Context: an optimization exercise on an open-source flow, tuned for small area. The choices shown serve that exercise and are no tape-out recipe. At most, simulation tests tie the RTL to the original design; equivalence was not proved. Only the layout flow was run in run 3; the RTL was not checked for function there. No activity file was given, so power comes from the tool's default toggle rates.

[flow/design.v]
package pg_format_pkg;
    localparam int pitch_w     = 13;
    localparam int pdelta_w    = 17;
    localparam int phase_w     = 20;
    localparam int out_phase_w = 10;
    localparam int fnum_base_w = 12;
    typedef struct packed {
        logic [3:0] mcand;
        logic       calcmode;
    } inc_mode1_t;
    typedef struct packed {
        logic [2:0] mcand;
        logic       no_plus4;
        logic       calcmode;
    } inc_mode0_t;
    typedef union packed {
        inc_mode1_t m1;
        inc_mode0_t m0;
    } inc_word_u;
endpackage
package pg_table_pkg;
    function automatic logic [16:0] fnum_rom(input logic [5:0] idx);
        case (idx)
            6'h00: fnum_rom = {12'b010100_010011, 5'b00111};
            6'h01: fnum_rom = {12'b010100_100110, 5'b00111};
            6'h02: fnum_rom = {12'b010100_111001, 5'b00111};
            6'h03: fnum_rom = {12'b010101_001100, 5'b01001};
            6'h04: fnum_rom = {12'b010101_100000, 5'b01001};
            6'h05: fnum_rom = {12'b010101_110100, 5'b01001};
            6'h06: fnum_rom = {12'b010110_001000, 5'b01011};
            6'h07: fnum_rom = {12'b010110_011101, 5'b01001};
            6'h08: fnum_rom = {12'b010110_110010, 5'b01011};
            6'h09: fnum_rom = {12'b010111_000111, 5'b01011};
            6'h0A: fnum_rom = {12'b010111_011101, 5'b01101};
            6'h0B: fnum_rom = {12'b010111_110011, 5'b01101};
            6'h10: fnum_rom = {12'b011000_001001, 5'b01101};
            6'h11: fnum_rom = {12'b011000_011111, 5'b01101};
            6'h12: fnum_rom = {12'b011000_110110, 5'b01111};
            6'h13: fnum_rom = {12'b011001_001101, 5'b01111};
            6'h14: fnum_rom = {12'b011001_100101, 5'b01111};
            6'h15: fnum_rom = {12'b011001_111100, 5'b10001};
            6'h16: fnum_rom = {12'b011010_010101, 5'b10001};
            6'h17: fnum_rom = {12'b011010_101101, 5'b10001};
            6'h18: fnum_rom = {12'b011011_000110, 5'b10011};
            6'h19: fnum_rom = {12'b011011_011111, 5'b10011};
            6'h1A: fnum_rom = {12'b011011_111001, 5'b10101};
            6'h1B: fnum_rom = {12'b011100_010011, 5'b10101};
            6'h20: fnum_rom = {12'b011100_101101, 5'b10101};
            6'h21: fnum_rom = {12'b011101_001000, 5'b10111};
            6'h22: fnum_rom = {12'b011101_100011, 5'b10111};
            6'h23: fnum_rom = {12'b011101_111110, 5'b11001};
            6'h24: fnum_rom = {12'b011110_011010, 5'b11001};
            6'h25: fnum_rom = {12'b011110_110111, 5'b11001};
            6'h26: fnum_rom = {12'b011111_010011, 5'b11011};
            6'h27: fnum_rom = {12'b011111_110000, 5'b11101};
            6'h28: fnum_rom = {12'b100000_001110, 5'b11101};
            6'h29: fnum_rom = {12'b100000_101100, 5'b11101};
            6'h2A: fnum_rom = {12'b100001_001010, 5'b11111};
            6'h2B: fnum_rom = {12'b100001_101001, 5'b11111};
            6'h30: fnum_rom = {12'b100010_001001, 5'b11111};
            6'h31: fnum_rom = {12'b100010_101000, 5'b11110};
            6'h32: fnum_rom = {12'b100011_001001, 5'b11110};
            6'h33: fnum_rom = {12'b100011_101001, 5'b11110};
            6'h34: fnum_rom = {12'b100100_001011, 5'b11110};
            6'h35: fnum_rom = {12'b100100_101100, 5'b11110};
            6'h36: fnum_rom = {12'b100101_001110, 5'b11100};
            6'h37: fnum_rom = {12'b100101_110001, 5'b11100};
            6'h38: fnum_rom = {12'b100110_010100, 5'b11100};
            6'h39: fnum_rom = {12'b100110_111000, 5'b11100};
            6'h3A: fnum_rom = {12'b100111_011100, 5'b11100};
            6'h3B: fnum_rom = {12'b101000_000001, 5'b11100};
            default: fnum_rom = '0;
        endcase
    endfunction
    function automatic logic [11:0] fnum_base_lookup(input logic [5:0] idx);
        logic [16:0] entry;
        entry = fnum_rom(idx);
        fnum_base_lookup = entry[16:5];
    endfunction
    function automatic logic [4:0] fnum_inc_lookup(input logic [5:0] idx);
        logic [16:0] entry;
        entry = fnum_rom(idx);
        fnum_inc_lookup = entry[4:0];
    endfunction
    function automatic logic [3:0] dt1_intensity_offset(input logic [1:0] dt1_lo);
        case (dt1_lo)
            2'd0: dt1_intensity_offset = 4'd0;
            2'd1: dt1_intensity_offset = 4'd8;
            2'd2: dt1_intensity_offset = 4'd10;
            default: dt1_intensity_offset = 4'd11;
        endcase
    endfunction
    function automatic logic [4:0] dt1_base_lookup(input logic odd, input logic [1:0] sel);
        case ({odd, sel})
            3'b0_00: dt1_base_lookup = 5'b10000;
            3'b0_01: dt1_base_lookup = 5'b10001;
            3'b0_10: dt1_base_lookup = 5'b10011;
            3'b0_11: dt1_base_lookup = 5'b10100;
            3'b1_00: dt1_base_lookup = 5'b10110;
            3'b1_01: dt1_base_lookup = 5'b11000;
            3'b1_10: dt1_base_lookup = 5'b11011;
            default: dt1_base_lookup = 5'b11101;
        endcase
    endfunction
endpackage
`timescale 1ns/1ps
import pg_format_pkg::*;
import pg_table_pkg::*;
module pg_fnum_path
(
    input  logic [6:0]          i_kc,
    input  logic [5:0]          i_kf,
    output logic [fnum_base_w-1:0] o_base,
    output logic [5:0]             o_half
);
    logic n_new_n100;
    logic n_new_n101;
    logic n_new_n103;
    logic n_new_n104;
    logic n_new_n105;
    logic n_new_n106;
    logic n_new_n107;
    logic n_new_n108;
    logic n_new_n109;
    logic n_new_n110;
    logic n_new_n111;
    logic n_new_n112;
    logic n_new_n113;
    logic n_new_n114;
    logic n_new_n115;
    logic n_new_n116;
    logic n_new_n117;
    logic n_new_n118;
    logic n_new_n119;
    logic n_new_n120;
    logic n_new_n121;
    logic n_new_n122;
    logic n_new_n123;
    logic n_new_n124;
    logic n_new_n125;
    logic n_new_n127;
    logic n_new_n128;
    logic n_new_n129;
    logic n_new_n130;
    logic n_new_n131;
    logic n_new_n132;
    logic n_new_n133;
    logic n_new_n134;
    logic n_new_n135;
    logic n_new_n136;
    logic n_new_n137;
    logic n_new_n139;
    logic n_new_n140;
    logic n_new_n141;
    logic n_new_n142;
    logic n_new_n143;
    logic n_new_n144;
    logic n_new_n145;
    logic n_new_n147;
    logic n_new_n148;
    logic n_new_n149;
    logic n_new_n150;
    logic n_new_n151;
    logic n_new_n152;
    logic n_new_n153;
    logic n_new_n154;
    logic n_new_n155;
    logic n_new_n156;
    logic n_new_n157;
    logic n_new_n158;
    logic n_new_n159;
    logic n_new_n160;
    logic n_new_n161;
    logic n_new_n163;
    logic n_new_n164;
    logic n_new_n165;
    logic n_new_n166;
    logic n_new_n168;
    logic n_new_n169;
    logic n_new_n170;
    logic n_new_n171;
    logic n_new_n172;
    logic n_new_n174;
    logic n_new_n175;
    logic n_new_n176;
    logic n_new_n177;
    logic n_new_n179;
    logic n_new_n180;
    logic n_new_n181;
    logic n_new_n183;
    logic n_new_n186;
    logic n_new_n187;
    logic n_new_n188;
    logic n_new_n189;
    logic n_new_n190;
    logic n_new_n191;
    logic n_new_n192;
    logic n_new_n193;
    logic n_new_n194;
    logic n_new_n195;
    logic n_new_n196;
    logic n_new_n197;
    logic n_new_n198;
    logic n_new_n199;
    logic n_new_n200;
    logic n_new_n201;
    logic n_new_n202;
    logic n_new_n203;
    logic n_new_n204;
    logic n_new_n205;
    logic n_new_n206;
    logic n_new_n207;
    logic n_new_n208;
    logic n_new_n209;
    logic n_new_n210;
    logic n_new_n211;
    logic n_new_n212;
    logic n_new_n213;
    logic n_new_n214;
    logic n_new_n215;
    logic n_new_n216;
    logic n_new_n217;
    logic n_new_n218;
    logic n_new_n219;
    logic n_new_n220;
    logic n_new_n221;
    logic n_new_n222;
    logic n_new_n223;
    logic n_new_n224;
    logic n_new_n225;
    logic n_new_n226;
    logic n_new_n227;
    logic n_new_n228;
    logic n_new_n229;
    logic n_new_n230;
    logic n_new_n231;
    logic n_new_n232;
    logic n_new_n233;
    logic n_new_n234;
    logic n_new_n235;
    logic n_new_n237;
    logic n_new_n238;
    logic n_new_n239;
    logic n_new_n240;
    logic n_new_n241;
    logic n_new_n242;
    logic n_new_n243;
    logic n_new_n244;
    logic n_new_n245;
    logic n_new_n246;
    logic n_new_n247;
    logic n_new_n248;
    logic n_new_n249;
    logic n_new_n250;
    logic n_new_n251;
    logic n_new_n252;
    logic n_new_n253;
    logic n_new_n254;
    logic n_new_n255;
    logic n_new_n256;
    logic n_new_n257;
    logic n_new_n258;
    logic n_new_n259;
    logic n_new_n260;
    logic n_new_n261;
    logic n_new_n262;
    logic n_new_n263;
    logic n_new_n264;
    logic n_new_n266;
    logic n_new_n267;
    logic n_new_n268;
    logic n_new_n269;
    logic n_new_n270;
    logic n_new_n271;
    logic n_new_n272;
    logic n_new_n273;
    logic n_new_n274;
    logic n_new_n275;
    logic n_new_n276;
    logic n_new_n277;
    logic n_new_n278;
    logic n_new_n279;
    logic n_new_n280;
    logic n_new_n282;
    logic n_new_n283;
    logic n_new_n284;
    logic n_new_n285;
    logic n_new_n287;
    logic n_new_n288;
    logic n_new_n290;
    logic n_new_n32;
    logic n_new_n33;
    logic n_new_n34;
    logic n_new_n35;
    logic n_new_n36;
    logic n_new_n37;
    logic n_new_n38;
    logic n_new_n39;
    logic n_new_n40;
    logic n_new_n41;
    logic n_new_n42;
    logic n_new_n43;
    logic n_new_n44;
    logic n_new_n45;
    logic n_new_n46;
    logic n_new_n47;
    logic n_new_n48;
    logic n_new_n49;
    logic n_new_n50;
    logic n_new_n51;
    logic n_new_n52;
    logic n_new_n53;
    logic n_new_n54;
    logic n_new_n55;
    logic n_new_n56;
    logic n_new_n57;
    logic n_new_n58;
    logic n_new_n59;
    logic n_new_n60;
    logic n_new_n61;
    logic n_new_n62;
    logic n_new_n63;
    logic n_new_n64;
    logic n_new_n65;
    logic n_new_n66;
    logic n_new_n67;
    logic n_new_n68;
    logic n_new_n69;
    logic n_new_n70;
    logic n_new_n71;
    logic n_new_n72;
    logic n_new_n73;
    logic n_new_n75;
    logic n_new_n76;
    logic n_new_n77;
    logic n_new_n78;
    logic n_new_n79;
    logic n_new_n80;
    logic n_new_n81;
    logic n_new_n82;
    logic n_new_n83;
    logic n_new_n84;
    logic n_new_n85;
    logic n_new_n86;
    logic n_new_n87;
    logic n_new_n88;
    logic n_new_n89;
    logic n_new_n90;
    logic n_new_n91;
    logic n_new_n92;
    logic n_new_n93;
    logic n_new_n94;
    logic n_new_n95;
    logic n_new_n96;
    logic n_new_n97;
    logic n_new_n98;
    logic n_new_n99;
    assign n_new_n32 = ~i_kf[4] & ~i_kf[5];
    assign n_new_n33 = i_kc[0] & ~i_kc[3];
    assign n_new_n34 = n_new_n32 & n_new_n33;
    assign n_new_n35 = ~i_kc[1] & n_new_n34;
    assign n_new_n36 = ~i_kc[0] & ~i_kc[1];
    assign n_new_n37 = i_kc[0] & i_kc[1];
    assign n_new_n38 = ~n_new_n36 & ~n_new_n37;
    assign n_new_n39 = ~i_kc[3] & ~i_kf[5];
    assign n_new_n40 = n_new_n38 & n_new_n39;
    assign n_new_n41 = ~n_new_n33 & ~n_new_n40;
    assign n_new_n42 = ~n_new_n35 & ~n_new_n41;
    assign n_new_n43 = ~i_kc[1] & ~i_kc[2];
    assign n_new_n44 = i_kc[0] & ~i_kf[5];
    assign n_new_n45 = n_new_n43 & ~n_new_n44;
    assign n_new_n46 = i_kf[4] & n_new_n45;
    assign n_new_n47 = ~n_new_n42 & n_new_n46;
    assign n_new_n48 = ~i_kc[3] & ~i_kf[4];
    assign n_new_n49 = ~i_kc[0] & ~i_kc[3];
    assign n_new_n50 = ~i_kc[1] & i_kc[3];
    assign n_new_n51 = i_kc[0] & n_new_n50;
    assign n_new_n52 = ~n_new_n43 & ~n_new_n51;
    assign n_new_n53 = ~n_new_n49 & ~n_new_n52;
    assign n_new_n54 = n_new_n48 & n_new_n53;
    assign n_new_n55 = ~n_new_n37 & ~n_new_n54;
    assign n_new_n56 = i_kf[4] & i_kf[5];
    assign n_new_n57 = ~i_kc[0] & ~i_kf[4];
    assign n_new_n58 = i_kc[2] & i_kc[3];
    assign n_new_n59 = ~n_new_n32 & n_new_n58;
    assign n_new_n60 = ~n_new_n57 & n_new_n59;
    assign n_new_n61 = ~n_new_n48 & ~n_new_n50;
    assign n_new_n62 = ~n_new_n49 & n_new_n61;
    assign n_new_n63 = ~n_new_n60 & ~n_new_n62;
    assign n_new_n64 = ~n_new_n56 & ~n_new_n63;
    assign n_new_n65 = ~i_kc[1] & i_kc[2];
    assign n_new_n66 = n_new_n32 & ~n_new_n65;
    assign n_new_n67 = ~n_new_n36 & n_new_n66;
    assign n_new_n68 = ~i_kf[4] & i_kf[5];
    assign n_new_n69 = n_new_n49 & n_new_n68;
    assign n_new_n70 = n_new_n65 & n_new_n69;
    assign n_new_n71 = ~n_new_n67 & ~n_new_n70;
    assign n_new_n72 = ~n_new_n64 & n_new_n71;
    assign n_new_n73 = n_new_n55 & n_new_n72;
    assign o_base[0] = ~n_new_n47 & n_new_n73;
    assign n_new_n75 = ~i_kc[1] & ~i_kc[3];
    assign n_new_n76 = i_kf[4] & ~n_new_n75;
    assign n_new_n77 = ~n_new_n39 & ~n_new_n76;
    assign n_new_n78 = i_kc[0] & n_new_n56;
    assign n_new_n79 = ~i_kc[0] & ~n_new_n56;
    assign n_new_n80 = n_new_n43 & ~n_new_n79;
    assign n_new_n81 = ~n_new_n78 & n_new_n80;
    assign n_new_n82 = ~n_new_n77 & ~n_new_n81;
    assign n_new_n83 = n_new_n51 & ~n_new_n82;
    assign n_new_n84 = ~i_kf[5] & n_new_n49;
    assign n_new_n85 = ~n_new_n65 & n_new_n84;
    assign n_new_n86 = i_kc[1] & ~i_kc[3];
    assign n_new_n87 = n_new_n56 & ~n_new_n86;
    assign n_new_n88 = i_kf[4] & n_new_n49;
    assign n_new_n89 = ~n_new_n87 & n_new_n88;
    assign n_new_n90 = ~n_new_n70 & ~n_new_n89;
    assign n_new_n91 = ~n_new_n85 & n_new_n90;
    assign n_new_n92 = ~i_kc[2] & n_new_n79;
    assign n_new_n93 = n_new_n67 & n_new_n92;
    assign n_new_n94 = i_kc[1] & ~n_new_n57;
    assign n_new_n95 = i_kf[5] & ~n_new_n75;
    assign n_new_n96 = ~n_new_n94 & n_new_n95;
    assign n_new_n97 = ~i_kc[0] & i_kc[3];
    assign n_new_n98 = ~i_kc[2] & n_new_n97;
    assign n_new_n99 = n_new_n96 & n_new_n98;
    assign n_new_n100 = ~n_new_n93 & ~n_new_n99;
    assign n_new_n101 = n_new_n91 & n_new_n100;
    assign o_base[1] = ~(~n_new_n83 & n_new_n101);
    assign n_new_n103 = ~i_kc[0] & n_new_n56;
    assign n_new_n104 = n_new_n43 & n_new_n103;
    assign n_new_n105 = ~i_kc[0] & i_kc[2];
    assign n_new_n106 = i_kf[4] & ~i_kf[5];
    assign n_new_n107 = ~n_new_n105 & n_new_n106;
    assign n_new_n108 = n_new_n38 & n_new_n107;
    assign n_new_n109 = ~n_new_n104 & ~n_new_n108;
    assign n_new_n110 = i_kc[1] & ~i_kc[2];
    assign n_new_n111 = n_new_n69 & n_new_n110;
    assign n_new_n112 = ~n_new_n97 & ~n_new_n105;
    assign n_new_n113 = n_new_n66 & ~n_new_n112;
    assign n_new_n114 = ~n_new_n111 & ~n_new_n113;
    assign n_new_n115 = n_new_n109 & n_new_n114;
    assign n_new_n116 = n_new_n76 & ~n_new_n84;
    assign n_new_n117 = i_kc[1] & i_kc[2];
    assign n_new_n118 = n_new_n97 & n_new_n117;
    assign n_new_n119 = ~i_kf[4] & ~n_new_n118;
    assign n_new_n120 = ~n_new_n116 & ~n_new_n119;
    assign n_new_n121 = i_kc[0] & n_new_n68;
    assign n_new_n122 = i_kc[3] & ~n_new_n121;
    assign n_new_n123 = n_new_n65 & ~n_new_n84;
    assign n_new_n124 = ~n_new_n122 & n_new_n123;
    assign n_new_n125 = ~n_new_n120 & ~n_new_n124;
    assign o_base[2] = ~(n_new_n115 & n_new_n125);
    assign n_new_n127 = i_kc[2] & ~i_kf[5];
    assign n_new_n128 = ~n_new_n77 & ~n_new_n127;
    assign n_new_n129 = ~n_new_n97 & n_new_n128;
    assign n_new_n130 = ~n_new_n50 & ~n_new_n65;
    assign n_new_n131 = ~n_new_n58 & ~n_new_n130;
    assign n_new_n132 = n_new_n68 & n_new_n131;
    assign n_new_n133 = ~n_new_n32 & ~n_new_n56;
    assign n_new_n134 = n_new_n117 & ~n_new_n133;
    assign n_new_n135 = ~n_new_n34 & ~n_new_n37;
    assign n_new_n136 = ~n_new_n134 & n_new_n135;
    assign n_new_n137 = ~n_new_n132 & n_new_n136;
    assign o_base[3] = ~n_new_n129 & n_new_n137;
    assign n_new_n139 = ~n_new_n53 & n_new_n87;
    assign n_new_n140 = ~n_new_n39 & ~n_new_n58;
    assign n_new_n141 = ~n_new_n61 & ~n_new_n140;
    assign n_new_n142 = ~n_new_n128 & n_new_n141;
    assign n_new_n143 = ~n_new_n48 & n_new_n92;
    assign n_new_n144 = ~n_new_n142 & ~n_new_n143;
    assign n_new_n145 = ~n_new_n139 & n_new_n144;
    assign o_base[4] = n_new_n55 & n_new_n145;
    assign n_new_n147 = i_kc[0] & n_new_n131;
    assign n_new_n148 = i_kc[1] & ~n_new_n97;
    assign n_new_n149 = ~i_kf[5] & ~n_new_n148;
    assign n_new_n150 = ~n_new_n131 & n_new_n149;
    assign n_new_n151 = ~n_new_n147 & ~n_new_n150;
    assign n_new_n152 = i_kf[4] & ~n_new_n151;
    assign n_new_n153 = ~i_kc[3] & n_new_n93;
    assign n_new_n154 = n_new_n103 & ~n_new_n117;
    assign n_new_n155 = ~n_new_n96 & ~n_new_n154;
    assign n_new_n156 = n_new_n76 & ~n_new_n155;
    assign n_new_n157 = ~n_new_n110 & n_new_n140;
    assign n_new_n158 = n_new_n57 & n_new_n157;
    assign n_new_n159 = ~n_new_n35 & ~n_new_n158;
    assign n_new_n160 = ~n_new_n156 & n_new_n159;
    assign n_new_n161 = ~n_new_n153 & n_new_n160;
    assign o_base[5] = ~(~n_new_n152 & n_new_n161);
    assign n_new_n163 = n_new_n40 & ~n_new_n93;
    assign n_new_n164 = n_new_n45 & n_new_n133;
    assign n_new_n165 = i_kc[3] & n_new_n164;
    assign n_new_n166 = n_new_n155 & ~n_new_n165;
    assign o_base[6] = ~(~n_new_n163 & n_new_n166);
    assign n_new_n168 = n_new_n56 & n_new_n117;
    assign n_new_n169 = ~n_new_n49 & ~n_new_n157;
    assign n_new_n170 = n_new_n38 & ~n_new_n169;
    assign n_new_n171 = i_kc[3] & n_new_n105;
    assign n_new_n172 = ~n_new_n170 & ~n_new_n171;
    assign o_base[7] = ~n_new_n168 & ~n_new_n172;
    assign n_new_n174 = ~n_new_n103 & ~n_new_n118;
    assign n_new_n175 = ~n_new_n87 & ~n_new_n174;
    assign n_new_n176 = ~i_kc[2] & n_new_n49;
    assign n_new_n177 = n_new_n52 & ~n_new_n176;
    assign o_base[8] = ~(~n_new_n175 & n_new_n177);
    assign n_new_n179 = n_new_n103 & n_new_n117;
    assign n_new_n180 = i_kc[2] & n_new_n49;
    assign n_new_n181 = ~n_new_n131 & ~n_new_n180;
    assign o_base[9] = ~(~n_new_n179 & n_new_n181);
    assign n_new_n183 = i_kc[3] & ~n_new_n43;
    assign o_base[10] = ~n_new_n37 & ~n_new_n183;
    assign o_base[11] = ~n_new_n37 & n_new_n183;
    assign n_new_n186 = i_kc[2] & ~n_new_n36;
    assign n_new_n187 = ~i_kc[3] & ~n_new_n186;
    assign n_new_n188 = n_new_n135 & ~n_new_n187;
    assign n_new_n189 = ~i_kc[3] & n_new_n188;
    assign n_new_n190 = n_new_n43 & n_new_n79;
    assign n_new_n191 = ~n_new_n189 & ~n_new_n190;
    assign n_new_n192 = ~n_new_n37 & n_new_n191;
    assign n_new_n193 = i_kf[2] & n_new_n192;
    assign n_new_n194 = i_kf[3] & n_new_n37;
    assign n_new_n195 = n_new_n142 & ~n_new_n151;
    assign n_new_n196 = ~n_new_n65 & ~n_new_n110;
    assign n_new_n197 = i_kf[5] & ~n_new_n112;
    assign n_new_n198 = ~n_new_n196 & n_new_n197;
    assign n_new_n199 = ~n_new_n85 & ~n_new_n164;
    assign n_new_n200 = ~n_new_n198 & n_new_n199;
    assign n_new_n201 = ~n_new_n195 & n_new_n200;
    assign n_new_n202 = i_kf[2] & ~n_new_n201;
    assign n_new_n203 = ~n_new_n42 & ~n_new_n81;
    assign n_new_n204 = i_kf[3] & n_new_n203;
    assign n_new_n205 = ~n_new_n202 & n_new_n204;
    assign n_new_n206 = i_kf[0] & n_new_n205;
    assign n_new_n207 = ~n_new_n59 & ~n_new_n186;
    assign n_new_n208 = o_base[11] & ~n_new_n207;
    assign n_new_n209 = ~n_new_n37 & ~n_new_n208;
    assign n_new_n210 = ~i_kf[0] & ~n_new_n205;
    assign n_new_n211 = n_new_n209 & ~n_new_n210;
    assign n_new_n212 = ~n_new_n206 & n_new_n211;
    assign n_new_n213 = ~n_new_n194 & ~n_new_n212;
    assign n_new_n214 = n_new_n193 & ~n_new_n213;
    assign n_new_n215 = ~n_new_n193 & n_new_n213;
    assign n_new_n216 = ~n_new_n214 & ~n_new_n215;
    assign n_new_n217 = i_kf[1] & n_new_n209;
    assign n_new_n218 = n_new_n188 & n_new_n217;
    assign n_new_n219 = n_new_n191 & n_new_n217;
    assign n_new_n220 = i_kf[0] & n_new_n188;
    assign n_new_n221 = ~n_new_n219 & ~n_new_n220;
    assign n_new_n222 = i_kf[2] & n_new_n203;
    assign n_new_n223 = i_kf[3] & n_new_n209;
    assign n_new_n224 = ~n_new_n201 & n_new_n223;
    assign n_new_n225 = n_new_n222 & ~n_new_n224;
    assign n_new_n226 = ~n_new_n222 & n_new_n224;
    assign n_new_n227 = ~n_new_n225 & ~n_new_n226;
    assign n_new_n228 = ~n_new_n221 & ~n_new_n227;
    assign n_new_n229 = ~n_new_n218 & ~n_new_n228;
    assign n_new_n230 = i_kf[0] & n_new_n191;
    assign n_new_n231 = ~n_new_n228 & ~n_new_n230;
    assign n_new_n232 = n_new_n218 & ~n_new_n231;
    assign n_new_n233 = ~n_new_n229 & ~n_new_n232;
    assign n_new_n234 = ~n_new_n216 & ~n_new_n233;
    assign n_new_n235 = n_new_n216 & n_new_n233;
    assign o_half[0] = ~n_new_n234 & ~n_new_n235;
    assign n_new_n237 = ~i_kf[0] & n_new_n202;
    assign n_new_n238 = ~n_new_n208 & ~n_new_n237;
    assign n_new_n239 = n_new_n204 & ~n_new_n238;
    assign n_new_n240 = ~n_new_n214 & ~n_new_n239;
    assign n_new_n241 = i_kf[0] & n_new_n204;
    assign n_new_n242 = n_new_n217 & ~n_new_n241;
    assign n_new_n243 = ~i_kf[1] & n_new_n204;
    assign n_new_n244 = n_new_n209 & ~n_new_n243;
    assign n_new_n245 = i_kf[0] & ~n_new_n244;
    assign n_new_n246 = ~n_new_n242 & ~n_new_n245;
    assign n_new_n247 = i_kf[2] & n_new_n188;
    assign n_new_n248 = i_kf[3] & n_new_n192;
    assign n_new_n249 = ~n_new_n247 & n_new_n248;
    assign n_new_n250 = n_new_n247 & ~n_new_n248;
    assign n_new_n251 = i_kf[2] & i_kf[3];
    assign n_new_n252 = ~n_new_n209 & n_new_n251;
    assign n_new_n253 = n_new_n201 & n_new_n252;
    assign n_new_n254 = ~n_new_n250 & ~n_new_n253;
    assign n_new_n255 = ~n_new_n249 & n_new_n254;
    assign n_new_n256 = ~n_new_n246 & ~n_new_n255;
    assign n_new_n257 = n_new_n246 & n_new_n255;
    assign n_new_n258 = ~n_new_n256 & ~n_new_n257;
    assign n_new_n259 = ~n_new_n240 & n_new_n258;
    assign n_new_n260 = n_new_n240 & ~n_new_n258;
    assign n_new_n261 = ~n_new_n259 & ~n_new_n260;
    assign n_new_n262 = ~n_new_n232 & ~n_new_n235;
    assign n_new_n263 = n_new_n261 & ~n_new_n262;
    assign n_new_n264 = ~n_new_n261 & n_new_n262;
    assign o_half[1] = ~n_new_n263 & ~n_new_n264;
    assign n_new_n266 = ~n_new_n259 & ~n_new_n263;
    assign n_new_n267 = i_kf[1] & ~n_new_n209;
    assign n_new_n268 = n_new_n256 & n_new_n267;
    assign n_new_n269 = i_kf[1] & ~n_new_n242;
    assign n_new_n270 = ~n_new_n256 & ~n_new_n269;
    assign n_new_n271 = i_kf[3] & n_new_n188;
    assign n_new_n272 = ~i_kf[2] & ~n_new_n271;
    assign n_new_n273 = i_kf[3] & n_new_n250;
    assign n_new_n274 = ~n_new_n272 & ~n_new_n273;
    assign n_new_n275 = ~n_new_n270 & n_new_n274;
    assign n_new_n276 = n_new_n270 & ~n_new_n274;
    assign n_new_n277 = ~n_new_n275 & ~n_new_n276;
    assign n_new_n278 = ~n_new_n268 & ~n_new_n277;
    assign n_new_n279 = ~n_new_n266 & n_new_n278;
    assign n_new_n280 = n_new_n266 & ~n_new_n278;
    assign o_half[2] = ~(~n_new_n279 & ~n_new_n280);
    assign n_new_n282 = i_kf[3] & ~n_new_n247;
    assign n_new_n283 = n_new_n266 & ~n_new_n275;
    assign n_new_n284 = ~n_new_n276 & ~n_new_n283;
    assign n_new_n285 = n_new_n282 & ~n_new_n284;
    assign o_half[5] = n_new_n263 & n_new_n267;
    assign n_new_n287 = ~n_new_n282 & ~o_half[5];
    assign n_new_n288 = n_new_n284 & n_new_n287;
    assign o_half[3] = ~(~n_new_n285 & ~n_new_n288);
    assign n_new_n290 = i_kf[3] & ~o_half[5];
    assign o_half[4] = ~n_new_n285 & n_new_n290;
endmodule
`timescale 1ns/1ps
import pg_format_pkg::*;
import pg_table_pkg::*;
module pg_detune_path
(
    input  logic [6:0]          i_kc,
    input  logic [2:0]          i_dt1,
    output logic [4:0]          o_mag,
    output logic                o_neg
);
    logic n_new_n17;
    logic n_new_n18;
    logic n_new_n19;
    logic n_new_n20;
    logic n_new_n21;
    logic n_new_n22;
    logic n_new_n23;
    logic n_new_n24;
    logic n_new_n25;
    logic n_new_n26;
    logic n_new_n27;
    logic n_new_n28;
    logic n_new_n29;
    logic n_new_n30;
    logic n_new_n31;
    logic n_new_n32;
    logic n_new_n33;
    logic n_new_n34;
    logic n_new_n35;
    logic n_new_n36;
    logic n_new_n37;
    logic n_new_n38;
    logic n_new_n39;
    logic n_new_n40;
    logic n_new_n41;
    logic n_new_n42;
    logic n_new_n43;
    logic n_new_n44;
    logic n_new_n45;
    logic n_new_n46;
    logic n_new_n47;
    logic n_new_n48;
    logic n_new_n49;
    logic n_new_n50;
    logic n_new_n51;
    logic n_new_n52;
    logic n_new_n54;
    logic n_new_n55;
    logic n_new_n56;
    logic n_new_n58;
    logic n_new_n59;
    logic n_new_n60;
    logic n_new_n62;
    logic n_new_n63;
    logic n_new_n65;
    logic n_new_n66;
    logic n_new_n67;
    assign n_new_n17 = i_kc[5] & i_dt1[1];
    assign n_new_n18 = i_dt1[0] & i_dt1[1];
    assign n_new_n19 = ~i_kc[4] & ~n_new_n18;
    assign n_new_n20 = ~i_kc[5] & ~i_dt1[1];
    assign n_new_n21 = ~n_new_n17 & ~n_new_n20;
    assign n_new_n22 = ~n_new_n19 & n_new_n21;
    assign n_new_n23 = ~n_new_n17 & ~n_new_n22;
    assign n_new_n24 = i_kc[6] & ~n_new_n23;
    assign n_new_n25 = ~i_dt1[0] & ~i_dt1[1];
    assign n_new_n26 = ~i_kc[6] & n_new_n23;
    assign n_new_n27 = ~n_new_n25 & ~n_new_n26;
    assign n_new_n28 = ~n_new_n24 & n_new_n27;
    assign n_new_n29 = n_new_n19 & ~n_new_n21;
    assign n_new_n30 = ~n_new_n22 & ~n_new_n29;
    assign n_new_n31 = n_new_n28 & n_new_n30;
    assign n_new_n32 = i_kc[4] & i_kc[5];
    assign n_new_n33 = i_kc[6] & n_new_n32;
    assign n_new_n34 = i_kc[2] & ~n_new_n33;
    assign n_new_n35 = i_kc[3] & ~n_new_n33;
    assign n_new_n36 = ~n_new_n34 & ~n_new_n35;
    assign n_new_n37 = i_kc[3] & n_new_n34;
    assign n_new_n38 = ~n_new_n36 & ~n_new_n37;
    assign n_new_n39 = i_kc[4] & n_new_n18;
    assign n_new_n40 = ~n_new_n19 & ~n_new_n39;
    assign n_new_n41 = ~n_new_n35 & n_new_n40;
    assign n_new_n42 = ~n_new_n38 & ~n_new_n41;
    assign n_new_n43 = n_new_n31 & n_new_n42;
    assign n_new_n44 = ~n_new_n25 & n_new_n30;
    assign n_new_n45 = n_new_n24 & n_new_n38;
    assign n_new_n46 = ~n_new_n26 & ~n_new_n45;
    assign n_new_n47 = n_new_n44 & ~n_new_n46;
    assign n_new_n48 = ~n_new_n36 & ~n_new_n40;
    assign n_new_n49 = ~n_new_n30 & n_new_n48;
    assign n_new_n50 = n_new_n28 & n_new_n49;
    assign n_new_n51 = ~n_new_n34 & ~n_new_n41;
    assign n_new_n52 = ~n_new_n25 & ~n_new_n30;
    assign o_mag[3] = n_new_n24 & n_new_n52;
    assign n_new_n54 = n_new_n51 & o_mag[3];
    assign n_new_n55 = ~n_new_n50 & ~n_new_n54;
    assign n_new_n56 = ~n_new_n47 & n_new_n55;
    assign o_mag[0] = ~(~n_new_n43 & n_new_n56);
    assign n_new_n58 = n_new_n30 & ~n_new_n48;
    assign n_new_n59 = n_new_n28 & ~n_new_n58;
    assign n_new_n60 = n_new_n42 & o_mag[3];
    assign o_mag[4] = n_new_n24 & n_new_n44;
    assign n_new_n62 = n_new_n51 & o_mag[4];
    assign n_new_n63 = ~n_new_n60 & ~n_new_n62;
    assign o_mag[1] = ~(~n_new_n59 & n_new_n63);
    assign n_new_n65 = n_new_n42 & o_mag[4];
    assign n_new_n66 = n_new_n48 & o_mag[3];
    assign n_new_n67 = ~n_new_n65 & ~n_new_n66;
    assign o_mag[2] = ~(~n_new_n31 & n_new_n67);
    assign o_neg = i_dt1[2];
endmodule
module pg_octave_detune
(
    input  logic [fnum_base_w-1:0] i_fnum,
    input  logic [2:0]             i_block,
    input  logic [4:0]             i_mag,
    input  logic                   i_neg,
    output logic [pdelta_w-1:0]    o_sum
);
    logic [13:0]            sh1;
    logic [15:0]            sh2;
    logic [18:0]            sh4;
    logic [pdelta_w-1:0]    shifted;
    logic [5:0]             det_lo;
    logic                   det_up, det_dn;
    logic [11:0]            det_hi;
    assign sh1     = i_block[0] ? {1'b0, i_fnum, 1'b0} : {2'b0, i_fnum};
    assign sh2     = i_block[1] ? {sh1, 2'b0} : {2'b0, sh1};
    assign sh4     = i_block[2] ? {sh2[14:0], 4'b0} : {3'b0, sh2};
    assign shifted = sh4[18:2];
    assign det_lo = {1'b0, shifted[4:0]} + {1'b0, i_mag ^ {5{i_neg}}} + {5'b0, i_neg};
    assign det_up = det_lo[5] & ~i_neg;
    assign det_dn = i_neg & ~det_lo[5];
    always_comb begin
        for (int i = 0; i < 12; i++) begin
            det_hi[i] = shifted[5+i] ^ ((det_up & (&(shifted[16:5] | (12'hfff << i))))
                                      | (det_dn & ~(|(shifted[16:5] & ~(12'hfff << i)))));
        end
    end
    assign o_sum = {det_hi, det_lo[4:0]};
endmodule
`timescale 1ns/1ps
import pg_format_pkg::*;
module pg_phase_accum
#(
    parameter int phase_slots = 32
) (
    input  logic                   i_EMUCLK,
    input  logic                   i_rst,
    input  logic [pdelta_w-1:0]    i_sum,
    input  logic [3:0]             i_mul,
    input  logic                   i_phase_rst,
    output logic                   o_live,
    output logic [out_phase_w-1:0] o_phase
);
    logic [5:0]             since_rst;
    logic                   ring_live;
    logic                   stage_live;
    logic                   tap_live;
    logic [phase_w-1:0]     ring [0:phase_slots-1];
    always_ff @(posedge i_EMUCLK) begin
        if (i_rst) begin
            since_rst <= '0;
        end else if (!since_rst[5]) begin
            since_rst <= since_rst + 6'd1;
        end
    end
    assign stage_live = since_rst > 6'd1;
    assign ring_live  = since_rst[5];
    assign tap_live   = since_rst > 6'd4;
    assign o_live     = since_rst > 6'd3;
    logic [phase_w-1:0] next_phase;
    pg_mac u_mac (
        .i_old   (ring[phase_slots-1]),
        .i_old_live (ring_live),
        .i_clear (!stage_live || i_phase_rst),
        .i_sum   (i_sum),
        .i_mul   (i_mul),
        .o_phase (next_phase)
    );
    always_ff @(posedge i_EMUCLK) begin
        ring[0] <= next_phase;
        for (int i = 1; i < phase_slots; i++) begin
            ring[i] <= ring[i-1];
        end
    end
    assign o_phase = tap_live ? ring[4][phase_w-1:phase_w-out_phase_w] : '0;
endmodule
module pg_mac
(
    input  logic [phase_w-1:0]  i_old,
    input  logic                i_old_live,
    input  logic                i_clear,
    input  logic [pdelta_w-1:0] i_sum,
    input  logic [3:0]          i_mul,
    output logic [phase_w-1:0]  o_phase
);
    logic [phase_w-1:0] old_phase;
    logic [phase_w-1:0] row0, row1, row2, row3;
    assign old_phase = i_old_live ? i_old : '0;
    assign row0 = i_mul[0] ? {3'b0, i_sum} : ((i_mul == 4'd0) ? {4'b0, i_sum[16:1]} : '0);
    assign row1 = i_mul[1] ? {2'b0, i_sum, 1'b0} : '0;
    assign row2 = i_mul[2] ? {1'b0, i_sum, 2'b0} : '0;
    assign row3 = i_mul[3] ? {i_sum, 3'b0} : '0;
    assign o_phase = i_clear ? '0 : (old_phase + row0 + row1 + row2 + row3);
endmodule
`timescale 1ns/1ps
import pg_format_pkg::*;
module pg_top #(
    parameter int phase_slots = 32
) (
    input  logic       i_EMUCLK,
    input  logic       i_rst,
    input  logic [6:0] i_kc,
    input  logic [5:0] i_kf,
    input  logic [2:0] i_dt1,
    input  logic [3:0] i_mul,
    input  logic       i_phase_rst,
    output logic [9:0] o_phase,
    output logic [4:0] o_eg_shift
);
    logic [fnum_base_w-1:0] fbase;
    logic [5:0]             fhalf;
    logic [fnum_base_w-1:0] fnum;
    logic [4:0]             det_mag;
    logic                   det_neg;
    logic [fnum_base_w-1:0] fnum_s1;
    logic [4:0]             mag_s1;
    logic                   neg_s1;
    logic [3:0]             mul_s1, mul_s2;
    logic                   prst_s1, prst_s2;
    logic [4:0]             shift_s1, shift_s2, shift_s3, shift_s4;
    logic [pdelta_w-1:0]    sum;
    logic [pdelta_w-1:0]    sum_s2;
    logic                   eg_live;
    pg_fnum_path u_fnum_path (
        .i_kc   (i_kc),
        .i_kf   (i_kf),
        .o_base (fbase),
        .o_half (fhalf)
    );
    assign fnum = fbase + {6'b0, fhalf};
    pg_detune_path u_detune_path (
        .i_kc  (i_kc),
        .i_dt1 (i_dt1),
        .o_mag (det_mag),
        .o_neg (det_neg)
    );
    pg_octave_detune u_octave_detune (
        .i_fnum  (fnum_s1),
        .i_block (shift_s1[4:2]),
        .i_mag   (mag_s1),
        .i_neg   (neg_s1),
        .o_sum   (sum)
    );
    always_ff @(posedge i_EMUCLK) begin
        fnum_s1  <= fnum;
        mag_s1   <= det_mag;
        neg_s1   <= det_neg;
        mul_s1   <= i_mul;
        prst_s1  <= i_phase_rst;
        shift_s1 <= i_kc[6:2];
        sum_s2   <= sum;
        mul_s2   <= mul_s1;
        prst_s2  <= prst_s1;
        shift_s2 <= shift_s1;
        shift_s3 <= shift_s2;
        shift_s4 <= shift_s3;
    end
    pg_phase_accum #(
        .phase_slots (phase_slots)
    ) u_phase_accum (
        .i_EMUCLK    (i_EMUCLK),
        .i_rst       (i_rst),
        .i_sum       (sum_s2),
        .i_mul       (mul_s2),
        .i_phase_rst (prst_s2),
        .o_live      (eg_live),
        .o_phase     (o_phase)
    );
    assign o_eg_shift = eg_live ? shift_s4 : '0;
endmodule
[flow/flow/run.sh]
#!/bin/bash
# The standard layout, with a leaner clock tree (no dummy loads, larger
# sink clusters) and the smallest buffer on each port. The tools' own logs
# stay under orfs/logs; make's output goes to standard.log.
set -u
export CTS_ARGS="-sink_clustering_enable -repair_clock_nets -dont_use_dummy_load -sink_clustering_size 20 -sink_clustering_max_diameter 60 -buf_list sky130_fd_sc_hd__clkbuf_8"
export BUFFER_PORTS_ARGS="-buffer_cell sky130_fd_sc_hd__buf_1"
bash standard.sh > standard.log 2>&1
[flow/standard.sh]
#!/bin/bash
# synth_recipe.tcl (not shown) runs the flow's synth.tcl, then flattens the netlist and writes it again
# the make line also repeats each setting of config.mk as NAME=value (left out here)
make -C /OpenROAD-flow-scripts/flow DESIGN_CONFIG=/design/flow/config.mk WORK_HOME=/design/flow/orfs CLKGATE_MAP_FILE= SYNTH_SCRIPT=/design/flow/synth_recipe.tcl "${@:-finish}"
[flow/config.mk]
export PLATFORM = sky130hd
export DESIGN_NAME = pg_top
export DESIGN_NICKNAME = pg_top
export VERILOG_FILES = /design/flow/design.v
export SDC_FILE = /design/flow/constraint.sdc
export NUM_CORES = 4
export LEC_CHECK = 0
export CAP_MARGIN = 20
export CORE_MARGIN = 2
export CORE_UTILIZATION = 80
export GPL_TIMING_DRIVEN = 0
export SLEW_MARGIN = 20
[flow/constraint.sdc]
create_clock -name core_clock -period 5.0 [get_ports {i_EMUCLK}]
set_input_delay 1.0000 -clock core_clock [delete_from_list [all_inputs] [get_ports {i_EMUCLK}]]
set_output_delay 1.0000 -clock core_clock [all_outputs]
set_load 0.01 [all_outputs]
==> results of run 1 <==
[cells by family after synthesis]
family / after synthesis
AO/OA/AOI/OAI: 182
XOR/XNOR: 50
adder cells (fa/ha/maj): 109
buffers and inverters: 113
flip-flops: 711
multiplexers: 37
AND/OR/NAND/NOR: 309
[repair_timing]
item | CTS
endpoints found under the setup margin | 24
cloned | 0
gates resized for setup | 67
hold buffers | 0
pin swaps | 15
buffers inserted | 11
[worst max path at each step]
| stage | to | slack (ns) | depth (start not counted) |
|---|---|---|---|
| after global placement | fnum_s1[8] | -0.88 | 26 |
| after CTS | u_phase_accum.ring[0][19] | -0.08 | 16 |
| after floorplan | fnum_s1[8] | 0.002 | 23 |
| after detailed placement | u_phase_accum.ring[0][19] | -1.17 | 16 |
[metal layers]
layer  overflow  GRT usage
met5          0      0.123
met4         33      0.646
met3          0      0.423
met2         32      0.851
met1          0      0.625
[stage by stage]
step	cell area, µm²	hold WS, ns
2_1_floorplan	20200	0.310
3_3_place_gp	20700	0.310
3_5_place_dp	20700	0.312
4_1_cts	21600	0.254
[power by group through the flow]
stage                     logic [mW]  clock network (mW)  registers [mW]
after global placement          2.01                   0            7.32
after floorplan                 1.62                   0            7.19
after CTS                       2.72                2.41            7.44
after detailed placement        2.40                   0            7.48
==> results.py, run 1 <==
metrics = {
    "status": {
        "run_status": "stopped before the end",
        "outcome.stop_stage": "global routing",
        "error": "[ERROR GRT-0232] Routing congestion too high. Check the congestion heatmap in the GUI.",
    },
    "timing": {
        "crit_endpoint": "u_phase_accum.ring[0][19]$_SDFF_PP0_/D",
        "worstEpCategory": "register input",
    },
    "synth": {
        "post-synth-top-count-cell": "sky130_fd_sc_hd__dfxtp_1",
        "synthesis.area_per_instance_um2": 13.3,
        "synth_compound_area_frac": 0.0614,
        "synth_simple_gate_area_frac": 0.0765,
        "synth_cell_type_count": 73,
        "mappedNetlistNets": 1643,
        "synth-seq-area-share": 0.706,
        "synth_edf_count": 0,
        "synthDominantAreaCellType": "sky130_fd_sc_hd__dfxtp_1",
        "synth.cell_area_um2": 20200,
        "synth_top_flop_cell": "sky130_fd_sc_hd__dfxtp_1",
        "synth-adder-area-share": 0.0874,
        "synthArstFlopShare": 0,
        "post_synth_mux_area_share": 0.0246,
        "synth_top_family_by_area": "adder cells",
        "synth.cells.most_frequent": "711 x sky130_fd_sc_hd__dfxtp_1, 86 x sky130_fd_sc_hd__nand2_1, 73 x sky130_fd_sc_hd__inv_1",
        "post_synthesis_xor_xnor_area_fraction": 0.0217,
        "netlist.area_leader.share": 0.706,
        "synthTopCellsByArea": "sky130_fd_sc_hd__dfxtp_1 71%, sky130_fd_sc_hd__fa_1 5.3%, sky130_fd_sc_hd__ha_1 3.5%",
        "netlist_instances": 1511,
        "synth.ff_latch_count": 711,
        "synth_warnings": 5,
    },
    "clocking": {
        "clk_root_buffer_cell": "sky130_fd_sc_hd__clkbuf_8",
        "cts-buffers-inserted": 42,
        "htree_num_levels": 2,
        "clock_sink_count": 711,
        "cts_max_path_buffers": 3,
    },
    "placed_design": {
        "routabilityCongestion": 0.909,
        "io_buffer_count": 37,
        "pre_cts_ws_ns": -1.17,
        "place_inst": 1878,
        "dp.final_hpwl_mm": 33.1,
    },
    "floorplanning": {
        "core.rowCount": 58,
        "die_extent_in_x_um": 163,
        "ios": 38,
        "start_util": 0.807,
        "die_y_um": 163,
    },
    "global_route": {
        "global_route.usage.total": 0.634,
        "grt-ovfl-total": 65,
        "grt_start_max_net_pins": 21,
        "grt_antenna_before_repair": 6,
    },
}
==> run 2, diff against run 1 <==
--- a/flow/flow/run.sh
+++ b/flow/flow/run.sh
@@ -5,3 +5,3 @@
 set -u
-export CTS_ARGS="-sink_clustering_enable -repair_clock_nets -dont_use_dummy_load -sink_clustering_size 20 -sink_clustering_max_diameter 60 -buf_list sky130_fd_sc_hd__clkbuf_8"
+export CTS_ARGS="-sink_clustering_enable -repair_clock_nets -dont_use_dummy_load -sink_clustering_size 16 -sink_clustering_max_diameter 50 -buf_list {sky130_fd_sc_hd__clkbuf_4 sky130_fd_sc_hd__clkbuf_8}"
 export BUFFER_PORTS_ARGS="-buffer_cell sky130_fd_sc_hd__buf_1"
--- a/flow/config.mk
+++ b/flow/config.mk
@@ -9,3 +9,3 @@
 export CORE_MARGIN = 2
-export CORE_UTILIZATION = 80
+export CORE_UTILIZATION = 70
 export GPL_TIMING_DRIVEN = 0
==> run 2 against run 1 <==
Against the previous run:
- the run now finishes clean
- synthesized cell count unchanged
- area after synthesis stayed put
==> results.py, run 2 <==
metrics = {
    "timing": {
        "fin_crit_ns": 4.88,
        "timing.slew.headroom": 0.283,
        "final_hold_violations": 0,
        "worst_slew_pin_slew_ns": 1.07,
        "totalNegativeSetupSlack_ns": 0,
        "fmaxAchievable_mhz": 205,
        "timing.final.ws_setup_ns": 0.117,
        "clock-skew-final_ns": 0.0889,
        "final.period_utilization": 0.977,
        "count_of_endpoints_failing_setup_in_the_final_report": 0,
        "report.final.slew_viol_count": 0,
        "worst_hold_slack_ns": 0.273,
    },
    "synth": {
        "netlist_instances": 1511,
        "synth-seq-area-share": 0.706,
        "synth.cells.most_frequent": "711 x sky130_fd_sc_hd__dfxtp_1, 86 x sky130_fd_sc_hd__nand2_1, 73 x sky130_fd_sc_hd__inv_1",
        "synthDominantAreaCellType": "sky130_fd_sc_hd__dfxtp_1",
        "synthTopCellsByArea": "sky130_fd_sc_hd__dfxtp_1 71%, sky130_fd_sc_hd__fa_1 5.3%, sky130_fd_sc_hd__ha_1 3.5%",
        "synthArstFlopShare": 0,
        "synth_top_flop_cell": "sky130_fd_sc_hd__dfxtp_1",
        "synth.ff_latch_count": 711,
        "mappedNetlistNets": 1643,
        "synth_cell_type_count": 73,
        "synth_warnings": 5,
        "synth_edf_count": 0,
        "synth.cell_area_um2": 20200,
        "synthesis.area_per_instance_um2": 13.3,
        "post-synth-top-count-cell": "sky130_fd_sc_hd__dfxtp_1",
        "netlist.area_leader.share": 0.706,
    },
    "final_layout": {
        "most-common-layout-cells": "706 x sky130_fd_sc_hd__dfxtp_1, 86 x sky130_fd_sc_hd__nand2_1, 69 x sky130_fd_sc_hd__inv_1, 61 x sky130_fd_sc_hd__nor2_1, 58 x sky130_fd_sc_hd__clkbuf_8",
        "design_area_um2": 21900,
        "top_regs": "u_phase_accum.ring (640), sum_s2 (17), fnum_s1 (12)",
        "finish.utilization": 0.767,
        "largest_register_ff_count": 640,
        "syn_to_final_growth_pct": 8.59,
        "antenna-diode-count": 0,
        "final_layout_size_suffix_gt1_frac": 0.0932,
        "final-instance-count-excl-fill": 1994,
        "final_common_cell": "sky130_fd_sc_hd__dfxtp_1",
        "num-nets-final": 1744,
        "registers.top_by_ff_count": "u_phase_accum.ring",
    },
    "global_route": {
        "grt-ovfl-total": 0,
        "grt_first_pass_wirelength_mm": 56.0,
        "gr-usage-met3": 0.0388,
        "global_route.usage.met1": 0.296,
        "busiest_layer": "met2",
        "global_route.usage.met2": 0.404,
        "grt_antenna_before_repair": 0,
        "first_global_vias": 11000,
        "global_route.usage.total": 0.235,
        "grt_start_max_net_pins": 17,
    },
    "drt": {
        "drtIter0Drc": 464,
        "postRouteWirelength_mm": 34.7,
        "vias_per_cell": 5.32,
        "ant_nets": 0,
        "wire_length_per_cell_um": 17.4,
        "routed-via-count": 10600,
        "route.detailed.drc": 0,
        "drt_first_pass_iters": 5,
    },
    "clocking": {
        "clk_root_buffer_cell": "sky130_fd_sc_hd__clkbuf_8",
        "clock_sink_count": 711,
        "htree_num_levels": 2,
        "hold_buffers": 0,
        "clkTransAtPathRegs_ns": 0.09,
        "clkLatencyLatePin_ns": 0.62,
        "tritoncts": "yes",
        "cts_max_path_buffers": 3,
        "cts-buffers-inserted": 55,
    },
    "floorplanning": {
        "start_util": 0.706,
        "floorplan.die_area_um2": 30200,
        "placeableCoreArea_um2": 28500,
        "die_extent_in_x_um": 174,
        "die_y_um": 174,
        "core.rowCount": 62,
        "ios": 38,
    },
    "critical_path": {
        "crit_type": "in2reg",
        "worst_path_largest_cell_delay_ns": 0.62,
        "critical_path.slowest_cell": "sky130_fd_sc_hd__fa_2",
        "required_ns": 5.48,
        "start_kind": "input pin",
        "critPathCaptureType": "flip-flop",
        "path_cells": "buf_1, clkbuf_2, or2_2, a21oi_1, o21ai_1, a21oi_4, o211a_1, mux2_2, mux2i_1, ha_2, a21oi_1, a21o_1, fa_2, inv_1, ha_1, a21o_1, a21oi_2, nor2b_1, nor2_1, buf_4, nor2b_1, nor2_1, xnor2_1",
        "path_max_fanout": 9,
        "worst_ep_arrival_time_ns": 5.36,
    },
    "power_and_ir_drop": {
        "ir_drop_v": 0.000351,
        "power-per-cell-area_nw_per_um2": 549,
        "total_leakage_power_nw": 9.23,
        "total_power_mw": 12.0,
    },
    "job": {
        "maxCapViolCount": 0,
    },
    "placed_design": {
        "dp.final_hpwl_mm": 23.7,
        "io_buffer_count": 37,
        "place_inst": 1933,
        "pre_cts_ws_ns": -0.931,
        "routabilityCongestion": 0.873,
        "postPlaceCellArea_um2": 20800,
    },
    "status": {
        "run_status": "complete, no violations",
    },
    "hold_path": {
        "min_delay_path_class": "reg2reg",
    },
}
run 2: cell counts after synthesis:
Identical to the previous run, type by type.
run 2: worst paths after layout:
kind | startpoint | cells after the start | to | slack [ns]
min reg2reg | u_phase_accum.ring[6][5] | 0 | u_phase_accum.ring[7][5] | 0.27
max reg2reg | mul_s2[2] | 16 | u_phase_accum.ring[0][19] | 0.25
max | i_kc[3] | 23 | fnum_s1[5] | 0.12
min | u_phase_accum.ring[6][5] | 0 | u_phase_accum.ring[7][5] | 0.27
run 2: where the power goes:
part	internal, mW	switching [mW]	total, mW
clock network	0.979	1.56	2.54
logic	0.962	1.24	2.20
registers	6.86	0.431	7.29
total	8.80	3.23	12.0
run 2: repair_timing:
item                                    4_1_cts  5_1_grt
endpoints found under the setup margin       20       14
pin swaps                                     4       10
resized for setup                            35       33
setup buffers                                 5        6
run 2: layout make-up:
type / count / area, µm²
flip-flops and latches: 711 / 14200
fillers: 1712 / 6660
multi-input cells: 687 / 5690
clock buffers: 55 / 757
well taps: 384 / 480
inverters: 75 / 288
repair buffers: 49 / 234
plain buffers: 33 / 201
run 2: metal layers:
metal | wire [µm] | vias to the layer above
met2 | 17200 | 280
met3 | 1590 | 88
met5 | 0 | -
met1 | 14500 | 5101
met4 | 1330 | 0
li1 | - | 5130
run 2: cells by family after synthesis:
logic type,synth area share
AOI/OAI and AO/OA,0.0614
xor gates and xnor gates,0.0217
adders and majority gates,0.0874
buffers and inverters,0.0222
DFF,0.706
muxes,0.0246
and+or+nand+nor,0.0765
run 2: critical path, delay by kind of cell:
family                   cells  cell delay, ns
AO/OA/AOI/OAI                8            1.27
XOR/XNOR                     1            0.13
multiplexers                 2            0.54
buffers and inverters        4            0.48
adder cells (fa/ha/maj)      3            1.11
AND/OR/NAND/NOR              5            0.82
==> run 3, diff against run 2 <==
--- a/flow/design.v
+++ b/flow/design.v
@@ -748,12 +748,3 @@
     assign shifted = sh4[18:2];
-    assign det_lo = {1'b0, shifted[4:0]} + {1'b0, i_mag ^ {5{i_neg}}} + {5'b0, i_neg};
-    assign det_up = det_lo[5] & ~i_neg;
-    assign det_dn = i_neg & ~det_lo[5];
-    always_comb begin
-        for (int i = 0; i < 12; i++) begin
-            det_hi[i] = shifted[5+i] ^ ((det_up & (&(shifted[16:5] | (12'hfff << i))))
-                                      | (det_dn & ~(|(shifted[16:5] & ~(12'hfff << i)))));
-        end
-    end
-    assign o_sum = {det_hi, det_lo[4:0]};
+    assign o_sum = shifted + (i_neg ? (~{12'b0, i_mag} + 17'd1) : {12'b0, i_mag});
 endmodule
==> flow/flow/run.sh (replaced) <==
#!/bin/bash
# The standard layout, with a leaner clock tree (no dummy loads, larger
# sink clusters) and the smallest buffer on each port. The tools' own logs
# stay under orfs/logs; make's output goes to standard.log.
set -u
export CTS_ARGS="-sink_clustering_enable -repair_clock_nets -dont_use_dummy_load -sink_clustering_size 20 -sink_clustering_max_diameter 60 -buf_list sky130_fd_sc_hd__clkbuf_8"
export BUFFER_PORTS_ARGS="-buffer_cell sky130_fd_sc_hd__buf_1"
bash standard.sh > standard.log 2>&1
==> run 3 against run 2 <==
Against the previous run:
- cell area decreased by 1.0%
- register-to-register slack about the same
- critical endpoint is now fnum_s1[9]
- combinational power increased by 34%
- clock skew increased by 0.027 ns
- total power increased by 5.4%
- area after synthesis decreased by 0.43%
- sequential power increased by 2%
- hold slack got worse by 0.011 ns
- final cell count decreased by 0.65%
- flip-flop and latch count unchanged
- highest routed layer unchanged
- the layout now fails its checks (setup timing)
==> results.py, run 3 <==
metrics = {
    "critical_path": {
        "r2r_slack_ns": 0.24,
        "required_ns": 5.38,
        "crit_type": "in2reg",
        "worst_path_largest_cell_delay_ns": 0.59,
        "crit-reg2reg-launch": "mul_s2[0]",
        "most_frequent_cell_on_the_critical_path": "sky130_fd_sc_hd__a21oi_2",
        "path_max_fanout": 6,
        "critPathCaptureType": "flip-flop",
        "critical_path.slowest_cell": "sky130_fd_sc_hd__fa_2",
        "regToRegEndpoint": "u_phase_accum.ring[0][17]",
        "start_kind": "input pin",
        "gate_family_responsible_for_the_most_delay_along_the_worst_path": "compound AO/OA/AOI/OAI gates",
        "rr_worst_depth": 17,
        "worst_ep_arrival_time_ns": 5.39,
        "cp_num_buf_inv": 4,
    },
    "synth": {
        "synthesis.area_per_instance_um2": 13.3,
        "synth_edf_count": 0,
        "synthDominantAreaCellType": "sky130_fd_sc_hd__dfxtp_1",
        "synth_top_flop_cell": "sky130_fd_sc_hd__dfxtp_1",
        "synth.ff_latch_count": 711,
        "netlist_instances": 1513,
        "netlist.area_leader.share": 0.709,
        "synthArstFlopShare": 0,
        "mappedNetlistNets": 1657,
        "synth.cells.most_frequent": "711 x sky130_fd_sc_hd__dfxtp_1, 83 x sky130_fd_sc_hd__inv_1, 83 x sky130_fd_sc_hd__nand2_1",
        "synth_cell_type_count": 69,
        "synth_warnings": 4,
        "post-synth-top-count-cell": "sky130_fd_sc_hd__dfxtp_1",
        "synthTopCellsByArea": "sky130_fd_sc_hd__dfxtp_1 71%, sky130_fd_sc_hd__fa_1 5.3%, sky130_fd_sc_hd__ha_1 4.2%",
        "synth.cell_area_um2": 20100,
        "synth-seq-area-share": 0.709,
    },
    "timing": {
        "fin_crit_ns": 5.01,
        "report.final.slew_viol_count": 0,
        "timing.final.ws_setup_ns": -0.0118,
        "grt_setup_unrepaired": "yes",
        "count_of_endpoints_failing_setup_in_the_final_report": 1,
        "final.period_utilization": 1.00,
        "timing.slew.headroom": 0.364,
        "clock-skew-final_ns": 0.116,
        "final_hold_violations": 0,
        "worst_slew_pin_slew_ns": 0.948,
        "fmaxAchievable_mhz": 200,
    },
    "power_and_ir_drop": {
        "power-per-cell-area_nw_per_um2": 585,
        "clock_network_fraction_of_total_power": 0.183,
        "total_leakage_power_nw": 9.21,
        "power.share.switching": 0.289,
        "switchingPower_mw": 3.66,
        "total_power_mw": 12.7,
        "power_report.internal_total_mw": 9.02,
        "ir_drop_v": 0.000382,
        "comb_power_share": 0.233,
        "power.sequential.fraction": 0.585,
    },
    "clocking": {
        "htree_num_levels": 2,
        "clk_root_buffer_cell": "sky130_fd_sc_hd__clkbuf_8",
        "clkLatencyLatePin_ns": 0.59,
        "cts_max_path_buffers": 3,
        "cts-buffers-inserted": 45,
        "tritoncts": "yes",
        "hold_buffers": 0,
        "clkTransAtPathRegs_ns": 0.11,
        "clock_sink_count": 711,
    },
    "floorplanning": {
        "die_extent_in_x_um": 173,
        "core.rowCount": 61,
        "placeableCoreArea_um2": 28000,
        "floorplan.die_area_um2": 30000,
        "ios": 38,
        "die_y_um": 173,
        "start_util": 0.717,
    },
    "global_route": {
        "grt-ovfl-total": 0,
        "grt_first_pass_wirelength_mm": 54.5,
        "grt_antenna_before_repair": 1,
        "global_route.usage.total": 0.229,
        "grt_start_max_net_pins": 21,
        "first_global_vias": 10800,
    },
    "placed_design": {
        "routabilityCongestion": 0.921,
        "pre_cts_ws_ns": -0.902,
        "dp.final_hpwl_mm": 23.9,
        "io_buffer_count": 36,
        "place_inst": 1927,
        "postPlaceCellArea_um2": 20800,
    },
    "final_layout": {
        "final_layout_size_suffix_gt1_frac": 0.0836,
        "final-instance-count-excl-fill": 1981,
        "design_area_um2": 21700,
        "top_regs": "u_phase_accum.ring (640), sum_s2 (17), fnum_s1 (12)",
        "finish.utilization": 0.773,
        "antenna-diode-count": 0,
        "num-nets-final": 1749,
        "syn_to_final_growth_pct": 7.95,
        "largest_register_ff_count": 640,
        "registers.top_by_ff_count": "u_phase_accum.ring",
        "most-common-layout-cells": "706 x sky130_fd_sc_hd__dfxtp_1, 83 x sky130_fd_sc_hd__nand2_1, 78 x sky130_fd_sc_hd__inv_1, 63 x sky130_fd_sc_hd__ha_1, 60 x sky130_fd_sc_hd__nor2_1",
        "final_common_cell": "sky130_fd_sc_hd__dfxtp_1",
    },
    "drt": {
        "drt_first_pass_iters": 6,
        "drtIter0Drc": 627,
        "wire_length_per_cell_um": 17.0,
        "ant_nets": 0,
        "postRouteWirelength_mm": 33.6,
        "routed-via-count": 10400,
        "vias_per_cell": 5.27,
        "route.detailed.drc": 0,
    },
    "job": {
        "maxCapViolCount": 0,
    },
    "hold_path": {
        "min_delay_path_class": "reg2reg",
        "depth_of_the_worst_hold_timing_path": 0,
        "holdCritStartpoint": "mul_s1[3]",
        "whs_endpoint": "mul_s2[3]",
    },
    "status": {
        "run_status": "complete, but fails checks",
        "so_faults": "setup timing",
    },
}
-- run 3: cell types whose count changed in the layout (fill, tap and decap cells not counted), sizes merged, moves of 9 or more --
cell	previous run	this run
xnor2	23	32
o21ai	32	54
mux2i	24	14
clkbuf	74	65
inv	74	84
ha	56	68
-- run 3: area by class of cell --
| type | count | area (µm²) |
|---|---|---|
| Timing Repair Buffer | 49 | 267 |
| Inverter | 86 | 340 |
| Fill cell | 1685 | 6340 |
| Clock buffer | 45 | 619 |
| Buffer | 31 | 179 |
| Sequential cell | 711 | 14200 |
| Multi-Input combinational cell | 681 | 5550 |
| Tap cell | 378 | 473 |
-- run 3: per-stage QoR --
step,TNS [ns],hold WS (ns)
2_1_floorplan,-0.369,0.310
3_3_place_gp,-16.85,0.310
3_5_place_dp,-11.73,0.312
4_1_cts,0,0.261
5_1_grt,-0.438,0.244
6_report,-0.0118,0.262
-- run 3: power groups by stage --
stage          clock, mW  combinational [mW]  sequential [mW]
5_1_grt             2.57                3.29             7.53
6_report            2.32                2.95             7.41
3_3_place_gp           0                2.65             7.46
4_1_cts             2.37                2.88             7.43
2_1_floorplan          0                2.11             7.30
3_5_place_dp           0                2.79             7.54
-- run 3: worst max-delay path by stage --
stage                         start                         to  slack [ns]  depth (start not counted)
after global placement    mul_s2[1]  u_phase_accum.ring[0][17]       -1.13                         18
final                       i_kc[1]                 fnum_s1[9]       -0.01                         25
after detailed placement    i_kf[4]                fnum_s1[11]       -0.90                         23
after CTS                   i_kc[0]                 fnum_s1[9]       0.002                         23
after floorplan             i_kc[1]                 fnum_s1[9]       -0.15                         25
after global routing        i_kc[1]                 fnum_s1[9]       -0.15                         25
-- run 3: kinds of logic after synthesis --
group / synth area share
flip-flops: 0.709
AND/OR/NAND/NOR: 0.0654
AO/OA/AOI/OAI: 0.0727
buffers and inverters: 0.0243
adder cells (fa/ha/maj): 0.0953
XOR/XNOR: 0.0223
multiplexers: 0.0109
-- run 3: timing repair --
item	4_1_cts	5_1_grt
setup endpoints to repair	19	15
pin swaps	16	23
buffers inserted	5	8
gates resized for setup	28	34
-- run 3: routing by layer --
layer | share of wire | routed length, µm | GRT usage
met3 | 0.054 | 1810 | 0.0423
met1 | 0.42 | 14100 | 0.286
met2 | 0.49 | 16400 | 0.393
met4 | 0.038 | 1280 | 0.0957
met5 | 0 | 0 | 0
==> run 4, diff against run 3 <==
--- a/flow/design.v
+++ b/flow/design.v
@@ -832,3 +832,2 @@
     logic [5:0]             fhalf;
-    logic [fnum_base_w-1:0] fnum;
     logic [4:0]             det_mag;
@@ -850,3 +849,6 @@
     );
-    assign fnum = fbase + {6'b0, fhalf};
+    logic [6:0]             flo;
+    logic [6:0]             flo_s1;
+    logic [5:0]             fhi_s1;
+    assign flo = {1'b0, fbase[5:0]} + {1'b0, fhalf};
     pg_detune_path u_detune_path (
@@ -857,2 +859,3 @@
     );
+    assign fnum_s1 = {fhi_s1 + {5'b0, flo_s1[6]}, flo_s1[5:0]};
     pg_octave_detune u_octave_detune (
@@ -865,3 +868,4 @@
     always_ff @(posedge i_EMUCLK) begin
-        fnum_s1  <= fnum;
+        flo_s1   <= flo;
+        fhi_s1   <= fbase[11:6];
         mag_s1   <= det_mag;
==> run 4 against run 3 <==
Against the previous run:
- the run now finishes clean
- via count shrank 0.53%
- non-clock buffer count rose by 4
- clock power is 2% lower
- hold slack gained 0.019 ns
==> results.py, run 4 <==
metrics = {
    "status": {
        "run_status": "complete, no violations",
    },
    "critical_path": {
        "start_kind": "flip-flop",
        "path_cells": "nor4_4, buf_4, a22oi_1, fa_1, inv_1, fa_1, fa_1, ha_2, inv_1, fa_2, nor2b_2, o21a_1, o21ai_1, a211o_1, a21oi_2, nor3_1, nor3b_2",
        "cp-startpoint": "mul_s2[1]",
        "crit_type": "reg2reg",
        "required_ns": 5.43,
        "crit-reg2reg-launch": "mul_s2[1]",
        "worst_ep_arrival_time_ns": 5.31,
    },
    "drt": {
        "vias_per_cell": 5.18,
        "ant_nets": 0,
        "postRouteWirelength_mm": 33.3,
        "route.detailed.drc": 0,
        "drtIter0Drc": 534,
    },
    "final_layout": {
        "finish.utilization": 0.759,
        "largest_register_ff_count": 640,
        "final-instance-count-excl-fill": 2003,
        "final_common_cell": "sky130_fd_sc_hd__dfxtp_1",
        "nFillCells": 1709,
        "most-common-layout-cells": "708 x sky130_fd_sc_hd__dfxtp_1, 89 x sky130_fd_sc_hd__nand2_1, 67 x sky130_fd_sc_hd__inv_1, 67 x sky130_fd_sc_hd__nor2_1, 66 x sky130_fd_sc_hd__ha_1",
        "antenna-diode-count": 0,
        "final_layout_size_suffix_gt1_frac": 0.0735,
    },
    "timing": {
        "final.period_utilization": 0.975,
        "report.final.slew_viol_count": 0,
        "timing.final.ws_setup_ns": 0.125,
        "worst_slew_pin_slew_ns": 0.687,
        "fin_crit_ns": 4.88,
        "fmaxAchievable_mhz": 205,
        "timing.slew.headroom": 0.530,
    },
    "synth": {
        "synth-seq-area-share": 0.708,
        "netlist.area_leader.share": 0.708,
        "synth_cell_type_count": 69,
        "synthArstFlopShare": 0,
        "synthTopCellsByArea": "sky130_fd_sc_hd__dfxtp_1 71%, sky130_fd_sc_hd__fa_1 5.3%, sky130_fd_sc_hd__ha_1 4.4%",
        "synth.cells.most_frequent": "712 x sky130_fd_sc_hd__dfxtp_1, 89 x sky130_fd_sc_hd__nand2_1, 70 x sky130_fd_sc_hd__ha_1",
        "synth.cell_area_um2": 20100,
        "mappedNetlistNets": 1673,
    },
    "placed_design": {
        "dp.final_hpwl_mm": 23.5,
        "routabilityCongestion": 0.866,
        "place_inst": 1947,
    },
    "clocking": {
        "tritoncts": "yes",
        "hold_buffers": 0,
        "clk_root_buffer_cell": "sky130_fd_sc_hd__clkbuf_8",
    },
    "floorplanning": {
        "core.rowCount": 62,
        "placeableCoreArea_um2": 28500,
        "die_y_um": 174,
        "die_extent_in_x_um": 174,
    },
    "hold_path": {
        "min_delay_path_class": "reg2reg",
    },
    "job": {
        "maxCapViolCount": 0,
    },
    "global_route": {
        "grt_first_pass_wirelength_mm": 54.0,
    },
}
## run 4: cell types whose count changed after synthesis, moves of 5 or more
cell / delta
sky130_fd_sc_hd__o21ai_0: -32
sky130_fd_sc_hd__inv_1: -14
sky130_fd_sc_hd__o21ai_1: +14
sky130_fd_sc_hd__a21oi_1: +11
sky130_fd_sc_hd__nor3_1: +10
sky130_fd_sc_hd__buf_2: +7
sky130_fd_sc_hd__nand2_1: +6
sky130_fd_sc_hd__nor2_1: +6
sky130_fd_sc_hd__nand2b_1: +5
## run 4: cell type report
cell class | count | area, µm² | share of cell area
Clock buffer | 43 | 592 | 0.0274
Buffer | 32 | 165 | 0.00764
Timing Repair Buffer | 52 | 256 | 0.0119
Inverter | 74 | 285 | 0.0132
Sequential cell | 712 | 14300 | 0.660
Tap cell | 384 | 480 | 0.0222
Multi-Input combinational cell | 706 | 5580 | 0.258
## run 4: repair_timing
action                                  CTS  global route
hold endpoints to repair                  0             0
pin swaps                                 2            12
setup buffers                             3            13
resized for setup                        18            39
endpoints found under the setup margin   16             9
## run 4: per-stage QoR
step / TNS (ns) / hold slack (ns)
floorplan: 0 / 0.310
global route: -0.193 / 0.271
CTS: 0 / 0.276
finish: 0 / 0.281
detailed placement: -9.28 / 0.312
global placement: -8.21 / 0.310
## run 4: worst max path at each step
stage,endpoint,cells after the start
6_report,u_phase_accum.ring[0][19],17
5_1_grt,u_phase_accum.ring[0][19],17
4_1_cts,u_phase_accum.ring[0][18],14
3_5_place_dp,flo_s1[6],20
3_3_place_gp,flo_s1[6],21
2_1_floorplan,flo_s1[6],21
## run 4: worst reg2reg max path, delay by kind of cell, from the launching register on
| family | cells | cell delay (ns) |
|---|---|---|
| adder cells (fa/ha/maj) | 5 | 2.19 |
| AND/OR/NAND/NOR | 4 | 0.90 |
| AO/OA/AOI/OAI | 5 | 0.94 |
| flip-flops | 1 | 0.38 |
| buffers and inverters | 3 | 0.31 |
## run 4: power by group
group / switching (mW) / internal, mW / total (mW)
combinational: 1.78 / 1.31 / 3.09
clock: 1.49 / 0.779 / 2.27
sequential: 0.464 / 7.00 / 7.46
## run 4: cells by family (layout without fill, tap and decap cells)
logic type	count (synthesis)	in the layout	synth area share
flops	712	712	0.708
simple gates	307	307	0.0755
fa+ha+maj	123	123	0.0962
compound gates	208	208	0.0682
buf+inv	109	201	0.0209
mux	18	18	0.00926
xor+xnor	50	50	0.0218
## run 4: metal layers
metal  vias up  GRT usage  share of wire
met5         -          0              0
met4         0     0.0644          0.026
met3        70     0.0314          0.038
met2       245      0.397           0.49
met1      4924      0.293           0.44
li1       5146          -              -
